Context: an optimization exercise on an open-source flow, tuned for small area, a short achievable clock period and few clock cycles per item. The choices shown serve that exercise and are no tape-out recipe.
The RTL was checked by simulation tests, not by an equivalence proof against the original design.
Power and IR drop assume default switching activity.

## old
==> flow/design.v <==
package sfid_pkg;
	localparam int VALUE_W = 11;
	localparam int TDATA_W = 16;
	localparam int WORD_W   = 64;
	localparam int BIT_W    = 6;
	localparam logic OP_TAKE = 1'b0;
	localparam logic OP_GIVE = 1'b1;
	localparam logic ST_IDLE   = 1'b0;
	localparam logic ST_MODIFY = 1'b1;
endpackage
import sfid_pkg::*;
module smallest_free_id_allocator #(
	parameter int VALUE_MAX = 1024
) (
	input  logic               clk,
	input  logic               arst_n,
	input  logic               s_tvalid,
	output logic               s_tready,
	input  logic [TDATA_W-1:0] s_tdata,    
	input  logic               s_tuser,    
	output logic               m_tvalid,
	input  logic               m_tready,
	output logic [TDATA_W-1:0] m_tdata,    
	output logic               m_tuser     
);
	localparam int NWORDS  = (VALUE_MAX + WORD_W) / WORD_W;
	localparam int WIDX_W  = (NWORDS > 1) ? $clog2(NWORDS) : 1;
	localparam int FRESH_W = $clog2(VALUE_MAX + 2);
	function automatic logic [NWORDS-1:0] lowest_w(input logic [NWORDS-1:0] v);
		logic              seen;
		logic [NWORDS-1:0] r;
		seen = 1'b0;
		for (int i = 0; i < NWORDS; i++) begin
			r[i] = v[i] && !seen;
			seen = seen | v[i];
		end
		lowest_w = r;
	endfunction
	logic               clr_q;               
	logic               s_tready_q;
	logic               in_v_q;
	logic               in_op_q;
	logic [BIT_W-1:0]   in_bit_q;            
	logic [NWORDS-1:0]  in_dec_q;            
	logic               in_ok_q;             
	logic [NWORDS-1:0]  rsel_q;              
	logic               hd_v_q, sk_v_q;
	logic [VALUE_W-1:0] hd_val_q, sk_val_q;
	logic               hd_exh_q, sk_exh_q;
	logic [FRESH_W-1:0] fresh_q;
	logic [NWORDS-1:0]  flag_q;              
	logic [NWORDS-1:0]  low_q;               
	logic               any_q;               
	logic [WORD_W-1:0]  hot_q;               
	logic [NWORDS*WORD_W-1:0] mem_q;         
	logic               take, give, tk_hit, gv_hit, accept;
	logic               fresh_ok, fresh_inc;
	logic [FRESH_W-1:0] fresh_d;
	logic [NWORDS-1:0]  low2, low3;
	logic [NWORDS-1:0]  gv_above;            
	logic               give_low;
	logic [WORD_W-1:0]  gv_bit;
	logic [WORD_W-1:0]  rd_word;
	logic [WORD_W-1:0]  below;
	logic [WORD_W-1:0]  hot_rest;
	logic [WORD_W-1:0]  hot_low;
	logic               two;
	logic [BIT_W-1:0]   hot_idx;
	logic [WIDX_W-1:0]  low_idx;
	logic [NWORDS-1:0]  wr_en;
	logic [WORD_W-1:0]  wr_data;
	logic [NWORDS-1:0]  flag_d, low_d, low2_d;
	logic               any_d;
	logic               in_v_d, in_op_d, sk_v_d;
	logic [VALUE_W-1:0] s_val;
	logic [NWORDS-1:0]  s_dec;
	logic               s_ok;
	logic [VALUE_W-1:0] res_val;
	logic               res_exh;
	logic               push, pop;
	assign take     = in_v_q && (in_op_q == OP_TAKE) && !sk_v_q;
	assign give     = in_v_q && (in_op_q == OP_GIVE);
	assign tk_hit   = take && any_q;
	assign gv_hit   = give && in_ok_q;
	assign s_tready = s_tready_q;
	assign accept   = s_tvalid && s_tready_q;
	assign in_v_d  = accept || (in_v_q && !take && !give);
	assign in_op_d = accept ? s_tuser : in_op_q;
	assign fresh_ok  = (32'(fresh_q) <= VALUE_MAX);
	assign fresh_inc = take && !any_q && fresh_ok;
	assign fresh_d   = fresh_inc ? fresh_q + FRESH_W'(1) : fresh_q;
	assign s_val = s_tdata[VALUE_W-1:0];
	assign s_ok  = (s_val != '0) && (32'(s_val) < 32'(fresh_d));
	always_comb begin
		for (int i = 0; i < NWORDS; i++) begin
			s_dec[i] = (32'(s_val >> BIT_W) == i);
		end
	end
	always_ff @(posedge clk or negedge arst_n) begin
		if (!arst_n) begin
			clr_q      <= 1'b1;
			s_tready_q <= 1'b0;
			in_v_q     <= 1'b0;
		end else begin
			clr_q      <= 1'b0;
			s_tready_q <= !in_v_d || in_op_d || !sk_v_d;
			in_v_q     <= in_v_d;
		end
	end
	always_ff @(posedge clk) begin
		if (accept) begin
			in_op_q  <= s_tuser;
			in_bit_q <= s_val[BIT_W-1:0];
			in_dec_q <= s_dec;
			in_ok_q  <= s_ok;
		end
		rsel_q <= (in_op_d == OP_GIVE) ? (accept ? s_dec : in_dec_q) : low2_d;
	end
	always_comb begin
		below[0] = 1'b0;
		for (int i = 1; i < WORD_W; i++) begin
			below[i] = below[i-1] | hot_q[i-1];
		end
	end
	assign hot_rest = hot_q & below;
	assign hot_low  = hot_q & ~below;
	logic [WORD_W-1:0] tr_a, tr_t;
	always_comb begin
		tr_a = hot_q;
		tr_t = '0;
		for (int n = WORD_W / 2; n >= 1; n = n / 2) begin
			for (int i = 0; i < n; i++) begin
				tr_t[i] = tr_t[2*i] | tr_t[2*i+1] | (tr_a[2*i] & tr_a[2*i+1]);
				tr_a[i] = tr_a[2*i] | tr_a[2*i+1];
			end
		end
		two = tr_t[0];
	end
	always_comb begin
		hot_idx = '0;
		for (int i = 0; i < WORD_W; i++) begin
			if (hot_low[i]) begin
				hot_idx = hot_idx | BIT_W'(i);
			end
		end
		low_idx = '0;
		for (int i = 0; i < NWORDS; i++) begin
			if (low_q[i]) begin
				low_idx = low_idx | WIDX_W'(i);
			end
		end
	end
	assign low2 = lowest_w(flag_q & ~low_q);
	assign low3 = lowest_w(flag_q & ~low_q & ~low2);
	always_comb begin
		logic seen;
		seen = 1'b0;
		for (int i = 0; i < NWORDS; i++) begin
			gv_above[i] = seen;
			seen        = seen | in_dec_q[i];
		end
		for (int i = 0; i < WORD_W; i++) begin
			gv_bit[i] = (in_bit_q == BIT_W'(i));
		end
	end
	assign give_low = !(|(flag_q & ~gv_above & ~in_dec_q));    
	always_comb begin
		rd_word = '0;
		for (int i = 0; i < NWORDS; i++) begin
			rd_word = rd_word | (rsel_q[i] ? mem_q[i*WORD_W +: WORD_W] : '0);
		end
	end
	assign wr_en   = (tk_hit ? low_q : '0) | (gv_hit ? in_dec_q : '0) | {NWORDS{clr_q}};
	assign wr_data = clr_q ? '0 : (give ? (rd_word | gv_bit) : hot_rest);
	generate
		for (genvar w = 0; w < NWORDS; w++) begin : g_word
			for (genvar b = 0; b < WORD_W; b++) begin : g_bit
				if (w * WORD_W + b >= 1 && w * WORD_W + b <= VALUE_MAX) begin : g_used
					always_ff @(posedge clk) begin
						if (wr_en[w]) begin
							mem_q[w*WORD_W+b] <= wr_data[b];
						end
					end
				end else begin : g_unused
					assign mem_q[w*WORD_W+b] = 1'b0;
				end
			end
		end
	endgenerate
	always_comb begin
		flag_d = flag_q;
		low_d  = low_q;
		any_d  = any_q;
		low2_d = low2;
		if (tk_hit && !two) begin
			flag_d = flag_q & ~low_q;
			low_d  = low2;
			any_d  = |low2;
			low2_d = low3;
		end
		if (gv_hit) begin
			flag_d = flag_q | in_dec_q;
			any_d  = 1'b1;
			if (give_low) begin
				low_d  = in_dec_q;
				low2_d = lowest_w((flag_q | in_dec_q) & ~in_dec_q);
			end else begin
				low2_d = lowest_w((flag_q | in_dec_q) & ~low_q);
			end
		end
	end
	always_ff @(posedge clk or negedge arst_n) begin
		if (!arst_n) begin
			fresh_q <= FRESH_W'(1);
			flag_q  <= '0;
			low_q   <= '0;
			any_q   <= 1'b0;
		end else begin
			fresh_q <= fresh_d;
			flag_q  <= flag_d;
			low_q   <= low_d;
			any_q   <= any_d;
		end
	end
	always_ff @(posedge clk) begin
		if (tk_hit) begin
			hot_q <= two ? hot_rest : rd_word;
		end else if (gv_hit && give_low) begin
			hot_q <= (|(low_q & in_dec_q) ? hot_q : '0) | gv_bit;
		end
	end
	assign res_val = any_q ? VALUE_W'((32'(low_idx) << BIT_W) | 32'(hot_idx))
	                       : (fresh_ok ? VALUE_W'(fresh_q) : '0);
	assign res_exh = !any_q && !fresh_ok;
	assign push    = take;
	assign pop     = hd_v_q && m_tready;
	assign sk_v_d  = (!hd_v_q || pop) ? 1'b0 : (sk_v_q || push);
	always_ff @(posedge clk or negedge arst_n) begin
		if (!arst_n) begin
			hd_v_q <= 1'b0;
			sk_v_q <= 1'b0;
		end else begin
			if (!hd_v_q || pop) begin
				hd_v_q <= push || sk_v_q;
			end
			sk_v_q <= sk_v_d;
		end
	end
	always_ff @(posedge clk) begin
		if (!hd_v_q || pop) begin
			if (sk_v_q) begin
				hd_val_q <= sk_val_q;
				hd_exh_q <= sk_exh_q;
			end else begin
				hd_val_q <= res_val;
				hd_exh_q <= res_exh;
			end
		end
		if (push) begin
			sk_val_q <= res_val;
			sk_exh_q <= res_exh;
		end
	end
	assign m_tvalid = hd_v_q;
	assign m_tdata  = TDATA_W'(hd_val_q);
	assign m_tuser  = hd_exh_q;
endmodule
Settings: LEC_CHECK=0, CAP_MARGIN=20, CORE_MARGIN=2, CORE_UTILIZATION=55, SETUP_SLACK_MARGIN=3.0, SLEW_MARGIN=20; clock period 6.0 ns.
run.sh (not shown) runs the stock make flow with config.mk's settings and CLKGATE_MAP_FILE= SYNTH_SCRIPT=/design/flow/synth_recipe.tcl, a recipe that flattens the netlist after the stock synthesis.
Testbench counts of old, summed over its fixed seeds: cycles 19,280, items 19,264.
Here is what was changed in the inputs of new compared with old.
Settings: swapping 3.0 for 2.6 in SETUP_SLACK_MARGIN.
### Flow results
Of old and new, the lower power in combinational cells belongs to new.
Compared with old, in new die area saw little to no change; power share of the combinational group saw a decrease; synthesized area saw little to no change.
Reported for old and new, number of cells produced by synthesis turned out identical to the last digit.
Compared with old, new improves via count.
Side by side, wire length per cell after detailed routing turned out lower in new than in old.
Taking old as the reference point, the internal power of new falls by about 3%.
[compare] base=old new=new: initial antenna violation count has decreased; routed wire length lower; number of diodes added for antenna fixing grew by 2.

## static timing again, ports no longer ideal
In the flow no input, the clock included, has a driving cell. The finished layouts below were timed again as built, in two steps.
Step 1: set_driving_cell puts a clkbuf_16 on clk and a buf_2 on each other input, an assumption about the parent block.
Step 2 also shifts input and output timing later by t, the mid clock arrival at the registers, as if the neighbouring blocks saw the same clock.
Three values: no drivers, after step 1, after step 2; two values: the first two.
run | shift t [ns] | setup WS [ns] | worst hold slack (ns) | worst register clock-pin slew, ns | cell pins on the clock port's net
old | 0.790 | 2.714 / 2.714 / 2.337 | 0.550 / 0.550 / 0.550 | 0.07 / 0.07 | 1
new | 0.790 | 2.561 / 2.561 / 2.238 | 0.543 / 0.543 / 0.543 | 0.07 / 0.07 | 1
After both steps setup and hold are still met in every run listed. For old, which loses most, drivers alone change the setup slack by 0.000 ns; drivers and shift together by -0.377 ns.
